This is an optimization exercise on Yosys and OpenROAD, whose aim is small area, not a production implementation.
Function was checked by simulation only, so behaviour that the tests miss may differ from the original.
Power figures rest on the tool's default switching activity, not on a simulated workload.

==> run a: inputs <==
Design heap_top, start of the top module:
module heap_top
(
	input  logic gc,
	input  logic reset,
	input  logic alloc_valid,
	input  logic [heap_pkg::size_width-1:0] alloc_size,
	input  logic alloc_refers,
	input  heap_pkg::heap_payload_u alloc_payload,
	input  logic unroot_valid,
	input  logic [heap_pkg::bank_index_width-1:0] unroot_bank,
	input  logic [heap_pkg::slot_index_width-1:0] unroot_slot,
	input  logic rd_valid,
	input  logic [heap_pkg::bank_index_width-1:0] rd_bank,
	input  logic [heap_pkg::slot_index_width-1:0] rd_slot,
	input  logic gc_request,
	output logic alloc_done,
	output logic alloc_ok,
	output logic [heap_pkg::bank_index_width-1:0] alloc_bank,
	output logic [heap_pkg::slot_index_width-1:0] alloc_slot,
	output logic rd_done,
	output logic [heap_pkg::heap_width-1:0] rd_data,
	output logic gc_busy,
	output logic gc_done,
	output logic [heap_pkg::freed_width-1:0] freed_total
);
	logic [31:0] sh, sx, sr;
	logic [15:0] pay [32];
	logic [5:0] live;
	logic auto_fired;
	logic first;           
	logic chg;             
	logic sweeping;
	logic [1:0] scnt;      
	logic [4:0] rd_addr;
	logic rd_used;
	logic [31:0] freem, cand, first_fit, head_we, tail_we;
	logic fit_found;
	logic [4:0] fit_idx;
	logic accept;
	assign freem = ~(sh | sx);
	always_comb
	begin
		for (int i = 0; i < 32; i++)
		begin
			logic ok;
			ok = 1'b1;
			for (int k = 0; k < 4; k++)
				if (k < alloc_size)
				begin
					if ((i % 8) + k < 8)
						ok = ok & freem[i + k];
					else
						ok = 1'b0;
				end
			cand[i] = ok && alloc_size != 0 && alloc_size <= 4;
		end
	end
	always_comb
	begin
		fit_found = 1'b0;
  ...
make LEC_CHECK=0 CAP_MARGIN=20 CORE_MARGIN=2 CORE_UTILIZATION=40 SLEW_MARGIN=20 finish   # period 10.0 ns
run.sh (not shown) runs the stock make flow with config.mk's settings and CLKGATE_MAP_FILE= SYNTH_SCRIPT=/design/flow/synth_recipe.tcl, a recipe that flattens the netlist after the stock synthesis.
==> inputs of run b, as changes to run a <==
--- a/flow/design.v
+++ b/flow/design.v
@@ -67,15 +67,14 @@
 	logic [5:0] live;
 	logic auto_fired;
 	logic first;           
 	logic chg;             
 	logic sweeping;
 	logic [1:0] scnt;      
 	logic [4:0] rd_addr;
-	logic rd_used;
 	logic [31:0] freem, cand, first_fit, head_we, tail_we;
 	logic fit_found;
 	logic [4:0] fit_idx;
 	logic accept;
 	assign freem = ~(sh | sx);
 	always_comb
 	begin
@@ -90,26 +89,44 @@
 						ok = ok & freem[i + k];
 					else
 						ok = 1'b0;
 				end
 			cand[i] = ok && alloc_size != 0 && alloc_size <= 4;
 		end
 	end
-	always_comb
-	begin
-		fit_found = 1'b0;
+	logic [3:0] bank_any, bank_first;
+	logic [31:0] local_first;
+	always_comb
+	begin
+		for (int b = 0; b < 4; b++)
+		begin
+			bank_any[b] = |cand[b * 8 +: 8];
+			for (int s = 0; s < 8; s++)
+			begin
+				local_first[b * 8 + s] = cand[b * 8 + s];
+				for (int k = 0; k < s; k++)
+					if (cand[b * 8 + k])
+						local_first[b * 8 + s] = 1'b0;
+			end
+		end
+		for (int b = 0; b < 4; b++)
+		begin
+			bank_first[b] = bank_any[b];
+			for (int k = 0; k < b; k++)
+				if (bank_any[k])
+					bank_first[b] = 1'b0;
+		end
+		fit_found = |bank_any;
 		fit_idx = '0;
-		first_fit = '0;
-		for (int i = 0; i < 32; i++)
-			if (!fit_found && cand[i])
-			begin
-				fit_found = 1'b1;
-				fit_idx = i[4:0];
-				first_fit[i] = 1'b1;
-			end
+		for (int i = 0; i < 32; i++)
+		begin
+			first_fit[i] = bank_first[i / 8] && local_first[i];
+			if (first_fit[i])
+				fit_idx = fit_idx | i[4:0];
+		end
 	end
 	assign accept = alloc_valid && !gc_busy && fit_found;
 	always_comb
 	begin
 		for (int i = 0; i < 32; i++)
 		begin
 			head_we[i] = accept && first_fit[i];
@@ -134,25 +151,24 @@
 			hit[i] = 1'b0;
 			for (int j = (i / 8) * 8; j < (i / 8) * 8 + 8; j++)
 				if (sr[j] && sx[j] && pay[j][2:0] == (i % 8))
 					hit[i] = 1'b1;
 			newm[i] = marking && sh[i] && !sr[i] && hit[i];
 		end
 	end
-	always_comb
-	begin
-		logic alive;
-		alive = 1'b0;
+	logic [31:0] alive;
+	always_comb
+	begin
 		for (int i = 0; i < 32; i++)
 		begin
 			if (i % 8 == 0)
-				alive = 1'b0;
-			if (sh[i] || sr[i])
-				alive = sr[i];
-			dead[i] = (sh[i] || sx[i] || sr[i]) && !alive;
+				alive[i] = sr[i];
+			else
+				alive[i] = sr[i] || (!sh[i] && alive[i - 1]);
+			dead[i] = (sh[i] || sx[i]) && !alive[i];
 		end
 	end
 	always_comb
 	begin
 		dead_b = dead[scnt * 8 +: 8];
 		pc8 = '0;
 		for (int k = 0; k < 8; k++)
@@ -161,53 +177,19 @@
 	always_comb
 		for (int i = 0; i < 32; i++)
 			unroot_sel[i] = unroot_valid && !gc_busy && {unroot_bank, unroot_slot} == i[4:0];
 	always_ff @(posedge gc)
 	begin
 		for (int i = 0; i < 32; i++)
 		begin
-			if (reset)
-			begin
-				sh[i] <= 1'b0;
-				sx[i] <= 1'b0;
-				sr[i] <= 1'b0;
-			end
-			else if (head_we[i])
-			begin
-				sh[i] <= 1'b1;
-				sx[i] <= alloc_refers;
-				sr[i] <= 1'b1;
-			end
-			else if (tail_we[i])
-			begin
-				sh[i] <= 1'b0;
-				sx[i] <= 1'b1;
-				sr[i] <= 1'b0;
-			end
-			else if (sweeping && scnt == i / 8)
-			begin
-				if (dead[i])
-				begin
-					sh[i] <= 1'b0;
-					sx[i] <= 1'b0;
-					sr[i] <= 1'b0;
-				end
-				else if (!sh[i] && sr[i])
-				begin
-					sh[i] <= 1'b1;
-					sr[i] <= 1'b0;
-				end
-			end
-			else if (newm[i])
-			begin
-				sh[i] <= 1'b0;
-				sr[i] <= 1'b1;
-			end
-			else if (unroot_sel[i])
-				sr[i] <= 1'b0;
+			logic sw;
+			sw = sweeping && scnt == i / 8;
+			sh[i] <= !reset && (head_we[i] || (sw ? sr[i] : (sh[i] && !newm[i])));
+			sr[i] <= !reset && (head_we[i] || newm[i] || (sw ? (sh[i] && sr[i]) : (sr[i] && !unroot_sel[i])));
+			sx[i] <= !reset && (head_we[i] ? alloc_refers : (tail_we[i] || (sw ? (sx[i] && alive[i]) : sx[i])));
 		end
 	end
 	always_ff @(posedge gc)
 		for (int i = 0; i < 32; i++)
 			if (head_we[i])
 				pay[i] <= alloc_payload;
 	always_ff @(posedge gc)
@@ -255,38 +237,44 @@
 		alloc_bank <= fit_idx[4:3];
 		alloc_slot <= fit_idx[2:0];
 		if (first)
 			freed_total <= '0;
 		else if (sweeping)
 			freed_total <= freed_total + {2'b00, pc8};
 		rd_addr <= {rd_bank, rd_slot};
-		rd_used <= !freem[{rd_bank, rd_slot}];
 	end
 	logic [7:0] hb, xb;
 	logic [2:0] rs;
 	logic [2:0] own, endp;
 	logic [2:0] size;
-	logic rh;
+	logic rh, rused;
+	logic [15:0] rp;
+	always_comb
+	begin
+		rp = '0;
+		for (int i = 0; i < 32; i++)
+			rp = rp | ({16{rd_addr == i}} & pay[i]);
+	end
 	always_comb
 	begin
 		hb = sh[rd_addr[4:3] * 8 +: 8];
 		xb = sx[rd_addr[4:3] * 8 +: 8];
 		rs = rd_addr[2:0];
 		rh = hb[rs];
 		own = '0;
 		for (int j = 0; j < 8; j++)
 			if (j <= rs && hb[j])
 				own = j[2:0];
-		size = 3'd0;
 		endp = 3'd7;
 		for (int j = 7; j >= 1; j--)
 			if (j > rs && (hb[j] || !xb[j]))
 				endp = j[2:0] - 3'd1;
 		size = endp - own + 3'd1;
-		rd_data[0] = rd_used;
-		rd_data[1] = rd_used && rh;
-		rd_data[4:2] = rd_used ? size : 3'd0;
+		rused = (rh || xb[rs]) && !(alloc_ok && alloc_bank == rd_addr[4:3] && alloc_slot == own);
+		rd_data[0] = rused;
+		rd_data[1] = rused && rh;
+		rd_data[4:2] = rused ? size : 3'd0;
 		rd_data[6:5] = 2'b00;
-		rd_data[7] = rd_used && rh && xb[rs];
-		rd_data[23:8] = rh ? pay[rd_addr] : 16'd0;
+		rd_data[7] = rused && rh && xb[rs];
+		rd_data[23:8] = rh ? rp : 16'd0;
 	end
 endmodule
==> flow/flow/run.sh (new file) <==
#!/bin/bash
# Standard ORFS layout, with these changes:
#  - synthesis maps logic with an area-oriented ABC script (flow/area.abc) instead of
#    ORFS's speed script; everything else in synthesis is synth_recipe.tcl unchanged,
#    so the registers are exactly the standard synthesis's.
#  - the port buffers are sky130_fd_sc_hd__buf_1.
#  - clock tree synthesis inserts no dummy loads.
# Each step's log is under orfs/logs; make's own output goes to flow_make.log.
set -euo pipefail
W=$(pwd)
cat > "$W/area_synth.tcl" <<EOT
proc abc {args} {
  set i [lsearch -exact \$args -script]
  if {\$i >= 0} {
    set args [lreplace \$args \$i [expr {\$i + 1}] -script $W/flow/area.abc]
  }
  yosys abc {*}\$args
}
source $W/synth_recipe.tcl
EOT
sed -e "s#SYNTH_SCRIPT=[^ ]*#SYNTH_SCRIPT=$W/area_synth.tcl 'BUFFER_PORTS_ARGS=-buffer_cell sky130_fd_sc_hd__buf_1' 'CTS_ARGS=-sink_clustering_enable -repair_clock_nets -sink_clustering_size 24 -sink_clustering_max_diameter 100 -buf_list sky130_fd_sc_hd__clkbuf_16 -dont_use_dummy_load'#" "$W/standard.sh" > "$W/area_standard.sh"
bash "$W/area_standard.sh" > "$W/flow_make.log" 2>&1
==> flow/flow/area.abc (new file) <==
strash
&get -n
&fraig -x
&put
scorr
dc2
dretime
strash
&get -n
&syn2
&dch
&nf -R 1000
&put
==> flow/standard.sh (new file) <==
#!/bin/bash
# synth_recipe.tcl (not shown) runs the flow's synth.tcl, then flattens the netlist and writes it again
# the make line also repeats each setting of config.mk as NAME=value (left out here)
make -C /OpenROAD-flow-scripts/flow DESIGN_CONFIG=/design/flow/config.mk WORK_HOME=/design/flow/orfs CLKGATE_MAP_FILE= SYNTH_SCRIPT=/design/flow/synth_recipe.tcl "${@:-finish}"
Settings changed: CORE_UTILIZATION 40 to 60, CTS_BUF_LIST set to sky130_fd_sc_hd__clkbuf_16, CTS_CLUSTER_DIAMETER set to 100, CTS_CLUSTER_SIZE set to 24.
removed: flow/run.sh
==> inputs of run c, as changes to run a <==
--- a/flow/design.v
+++ b/flow/design.v
@@ -67,15 +67,14 @@
 	logic [5:0] live;
 	logic auto_fired;
 	logic first;           
 	logic chg;             
 	logic sweeping;
 	logic [1:0] scnt;      
 	logic [4:0] rd_addr;
-	logic rd_used;
 	logic [31:0] freem, cand, first_fit, head_we, tail_we;
 	logic fit_found;
 	logic [4:0] fit_idx;
 	logic accept;
 	assign freem = ~(sh | sx);
 	always_comb
 	begin
@@ -90,26 +89,44 @@
 						ok = ok & freem[i + k];
 					else
 						ok = 1'b0;
 				end
 			cand[i] = ok && alloc_size != 0 && alloc_size <= 4;
 		end
 	end
-	always_comb
-	begin
-		fit_found = 1'b0;
+	logic [3:0] bank_any, bank_first;
+	logic [31:0] local_first;
+	always_comb
+	begin
+		for (int b = 0; b < 4; b++)
+		begin
+			bank_any[b] = |cand[b * 8 +: 8];
+			for (int s = 0; s < 8; s++)
+			begin
+				local_first[b * 8 + s] = cand[b * 8 + s];
+				for (int k = 0; k < s; k++)
+					if (cand[b * 8 + k])
+						local_first[b * 8 + s] = 1'b0;
+			end
+		end
+		for (int b = 0; b < 4; b++)
+		begin
+			bank_first[b] = bank_any[b];
+			for (int k = 0; k < b; k++)
+				if (bank_any[k])
+					bank_first[b] = 1'b0;
+		end
+		fit_found = |bank_any;
 		fit_idx = '0;
-		first_fit = '0;
-		for (int i = 0; i < 32; i++)
-			if (!fit_found && cand[i])
-			begin
-				fit_found = 1'b1;
-				fit_idx = i[4:0];
-				first_fit[i] = 1'b1;
-			end
+		for (int i = 0; i < 32; i++)
+		begin
+			first_fit[i] = bank_first[i / 8] && local_first[i];
+			if (first_fit[i])
+				fit_idx = fit_idx | i[4:0];
+		end
 	end
 	assign accept = alloc_valid && !gc_busy && fit_found;
 	always_comb
 	begin
 		for (int i = 0; i < 32; i++)
 		begin
 			head_we[i] = accept && first_fit[i];
@@ -134,25 +151,24 @@
 			hit[i] = 1'b0;
 			for (int j = (i / 8) * 8; j < (i / 8) * 8 + 8; j++)
 				if (sr[j] && sx[j] && pay[j][2:0] == (i % 8))
 					hit[i] = 1'b1;
 			newm[i] = marking && sh[i] && !sr[i] && hit[i];
 		end
 	end
-	always_comb
-	begin
-		logic alive;
-		alive = 1'b0;
+	logic [31:0] alive;
+	always_comb
+	begin
 		for (int i = 0; i < 32; i++)
 		begin
 			if (i % 8 == 0)
-				alive = 1'b0;
-			if (sh[i] || sr[i])
-				alive = sr[i];
-			dead[i] = (sh[i] || sx[i] || sr[i]) && !alive;
+				alive[i] = sr[i];
+			else
+				alive[i] = sr[i] || (!sh[i] && alive[i - 1]);
+			dead[i] = (sh[i] || sx[i]) && !alive[i];
 		end
 	end
 	always_comb
 	begin
 		dead_b = dead[scnt * 8 +: 8];
 		pc8 = '0;
 		for (int k = 0; k < 8; k++)
@@ -161,53 +177,19 @@
 	always_comb
 		for (int i = 0; i < 32; i++)
 			unroot_sel[i] = unroot_valid && !gc_busy && {unroot_bank, unroot_slot} == i[4:0];
 	always_ff @(posedge gc)
 	begin
 		for (int i = 0; i < 32; i++)
 		begin
-			if (reset)
-			begin
-				sh[i] <= 1'b0;
-				sx[i] <= 1'b0;
-				sr[i] <= 1'b0;
-			end
-			else if (head_we[i])
-			begin
-				sh[i] <= 1'b1;
-				sx[i] <= alloc_refers;
-				sr[i] <= 1'b1;
-			end
-			else if (tail_we[i])
-			begin
-				sh[i] <= 1'b0;
-				sx[i] <= 1'b1;
-				sr[i] <= 1'b0;
-			end
-			else if (sweeping && scnt == i / 8)
-			begin
-				if (dead[i])
-				begin
-					sh[i] <= 1'b0;
-					sx[i] <= 1'b0;
-					sr[i] <= 1'b0;
-				end
-				else if (!sh[i] && sr[i])
-				begin
-					sh[i] <= 1'b1;
-					sr[i] <= 1'b0;
-				end
-			end
-			else if (newm[i])
-			begin
-				sh[i] <= 1'b0;
-				sr[i] <= 1'b1;
-			end
-			else if (unroot_sel[i])
-				sr[i] <= 1'b0;
+			logic sw;
+			sw = sweeping && scnt == i / 8;
+			sh[i] <= !reset && (head_we[i] || (sw ? sr[i] : (sh[i] && !newm[i])));
+			sr[i] <= !reset && (head_we[i] || newm[i] || (sw ? (sh[i] && sr[i]) : (sr[i] && !unroot_sel[i])));
+			sx[i] <= !reset && (head_we[i] ? alloc_refers : (tail_we[i] || (sw ? (sx[i] && alive[i]) : sx[i])));
 		end
 	end
 	always_ff @(posedge gc)
 		for (int i = 0; i < 32; i++)
 			if (head_we[i])
 				pay[i] <= alloc_payload;
 	always_ff @(posedge gc)
@@ -255,38 +237,44 @@
 		alloc_bank <= fit_idx[4:3];
 		alloc_slot <= fit_idx[2:0];
 		if (first)
 			freed_total <= '0;
 		else if (sweeping)
 			freed_total <= freed_total + {2'b00, pc8};
 		rd_addr <= {rd_bank, rd_slot};
-		rd_used <= !freem[{rd_bank, rd_slot}];
 	end
 	logic [7:0] hb, xb;
 	logic [2:0] rs;
 	logic [2:0] own, endp;
 	logic [2:0] size;
-	logic rh;
+	logic rh, rused;
+	logic [15:0] rp;
+	always_comb
+	begin
+		rp = '0;
+		for (int i = 0; i < 32; i++)
+			rp = rp | ({16{rd_addr == i}} & pay[i]);
+	end
 	always_comb
 	begin
 		hb = sh[rd_addr[4:3] * 8 +: 8];
 		xb = sx[rd_addr[4:3] * 8 +: 8];
 		rs = rd_addr[2:0];
 		rh = hb[rs];
 		own = '0;
 		for (int j = 0; j < 8; j++)
 			if (j <= rs && hb[j])
 				own = j[2:0];
-		size = 3'd0;
 		endp = 3'd7;
 		for (int j = 7; j >= 1; j--)
 			if (j > rs && (hb[j] || !xb[j]))
 				endp = j[2:0] - 3'd1;
 		size = endp - own + 3'd1;
-		rd_data[0] = rd_used;
-		rd_data[1] = rd_used && rh;
-		rd_data[4:2] = rd_used ? size : 3'd0;
+		rused = (rh || xb[rs]) && !(alloc_ok && alloc_bank == rd_addr[4:3] && alloc_slot == own);
+		rd_data[0] = rused;
+		rd_data[1] = rused && rh;
+		rd_data[4:2] = rused ? size : 3'd0;
 		rd_data[6:5] = 2'b00;
-		rd_data[7] = rd_used && rh && xb[rs];
-		rd_data[23:8] = rh ? pay[rd_addr] : 16'd0;
+		rd_data[7] = rused && rh && xb[rs];
+		rd_data[23:8] = rh ? rp : 16'd0;
 	end
 endmodule
==> flow/flow/run.sh (new file) <==
#!/bin/bash
# Standard ORFS layout, with these changes:
#  - synthesis maps logic with an area-oriented ABC script (flow/area.abc) instead of
#    ORFS's speed script; everything else in synthesis is synth_recipe.tcl unchanged,
#    so the registers are exactly the standard synthesis's.
#  - the port buffers are sky130_fd_sc_hd__buf_1.
#  - clock tree synthesis inserts no dummy loads.
# Each step's log is under orfs/logs; make's own output goes to flow_make.log.
set -euo pipefail
W=$(pwd)
cat > "$W/area_synth.tcl" <<EOT
proc abc {args} {
  set i [lsearch -exact \$args -script]
  if {\$i >= 0} {
    set args [lreplace \$args \$i [expr {\$i + 1}] -script $W/flow/area.abc]
  }
  yosys abc {*}\$args
}
source $W/synth_recipe.tcl
EOT
sed -e "s#SYNTH_SCRIPT=[^ ]*#SYNTH_SCRIPT=$W/area_synth.tcl 'BUFFER_PORTS_ARGS=-buffer_cell sky130_fd_sc_hd__buf_1' 'CTS_ARGS=-sink_clustering_enable -repair_clock_nets -sink_clustering_size 24 -sink_clustering_max_diameter 100 -buf_list sky130_fd_sc_hd__clkbuf_16 -dont_use_dummy_load'#" "$W/standard.sh" > "$W/area_standard.sh"
bash "$W/area_standard.sh" > "$W/flow_make.log" 2>&1
==> flow/flow/area.abc (new file) <==
strash
&get -n
&fraig -x
&put
scorr
dc2
dretime
strash
&get -n
&syn2
&dch
&nf -R 1000
&put
==> flow/standard.sh (new file) <==
#!/bin/bash
# synth_recipe.tcl (not shown) runs the flow's synth.tcl, then flattens the netlist and writes it again
# the make line also repeats each setting of config.mk as NAME=value (left out here)
make -C /OpenROAD-flow-scripts/flow DESIGN_CONFIG=/design/flow/config.mk WORK_HOME=/design/flow/orfs CLKGATE_MAP_FILE= SYNTH_SCRIPT=/design/flow/synth_recipe.tcl "${@:-finish}"
Settings changed: CORE_UTILIZATION 40 to 65, CTS_BUF_LIST set to sky130_fd_sc_hd__clkbuf_16, CTS_CLUSTER_DIAMETER set to 100, CTS_CLUSTER_SIZE set to 24.
removed: flow/run.sh
==> comparison table <==
item                                                                           run c                     run a                   run b
Number of nets in the layout                                                    2679                      2935                    2689
Count of inverters not on the clock network in the layout                         80                        87                      80
Post-synthesis adder-cell area fraction                                       1.457%                    1.346%                  1.457%
Compound-Gate Fraction of Synth Area                                          16.55%                    18.99%                  16.55%
CTS H-tree lvls                                                                    1                         3                       2
Number of standard-cell rows in the floorplan                                     77                       102                      80
Mux cell area share after synthesis                                           1.310%                    2.597%                  1.310%
Cell area after technology mapping                                         29030 um2                 31410 um2               29030 um2
Crit-path slowest cell                                     sky130_fd_sc_hd__clkinv_1  sky130_fd_sc_hd__nor3b_2  sky130_fd_sc_hd__or2_0
Met1 usage in global routing                                                  61.96%                    48.92%                  58.14%
Die X                                                                       215.3 um                  284.2 um                224.0 um
Clk_skew                                                                  0.07572 ns                0.06167 ns               0.1099 ns
Maximum resistive drop on vdd                                               217.7 uV                  175.8 uV                175.5 uV
Result of the run                                   no timing/DRC/antenna violations  no timing/DRC/antenna violations  no timing/DRC/antenna violations
Cell Count, Final, Fillers Out                                                  3208                      3974                    3239
Sequential cell power                                                      0.00309 W                 0.00306 W               0.00309 W
Required time worst endpoint                                                10.50 ns                  10.53 ns                10.41 ns
Total power                                                               0.005369 W                0.006793 W              0.005443 W
Static power due to leakage                                                 9.759 nW                  11.57 nW                9.836 nW
Layout Utilization                                                            71.11%                    46.47%                  66.14%

## separate check: timing with driven ports
The results above use ideal ports. As a check the final layouts listed here were re-extracted and re-timed, cells and wires unchanged.
Step 1, drivers: a clkbuf_16 drives gc and a buf_2 each remaining input, both assumed.
Step 2 times the ports against the registers' clock, not the clock port: input delays grow and output delays shrink by t, the midpoint of the rising clock arrivals with the driver on.
Three values: no drivers, after step 1, after step 2; two values: the first two.
run	t (ns)	slack for setup (ns)	latest minus earliest clock arrival (ns)	worst slew at a driven data input, ns	cell pins on the clock port's net
run a	0.708	2.782 / 2.823 / 2.115	0.062 / 0.063	0.04	1
run b	0.626	1.874 / 1.914 / 1.288	0.110 / 0.110	0.06	1
run c	0.680	2.563 / 2.594 / 1.913	0.075 / 0.075	0.07	1
After both steps setup and hold are still met in every run listed. For run a, which loses most, drivers alone change the setup slack by +0.041 ns; drivers and shift together by -0.667 ns.
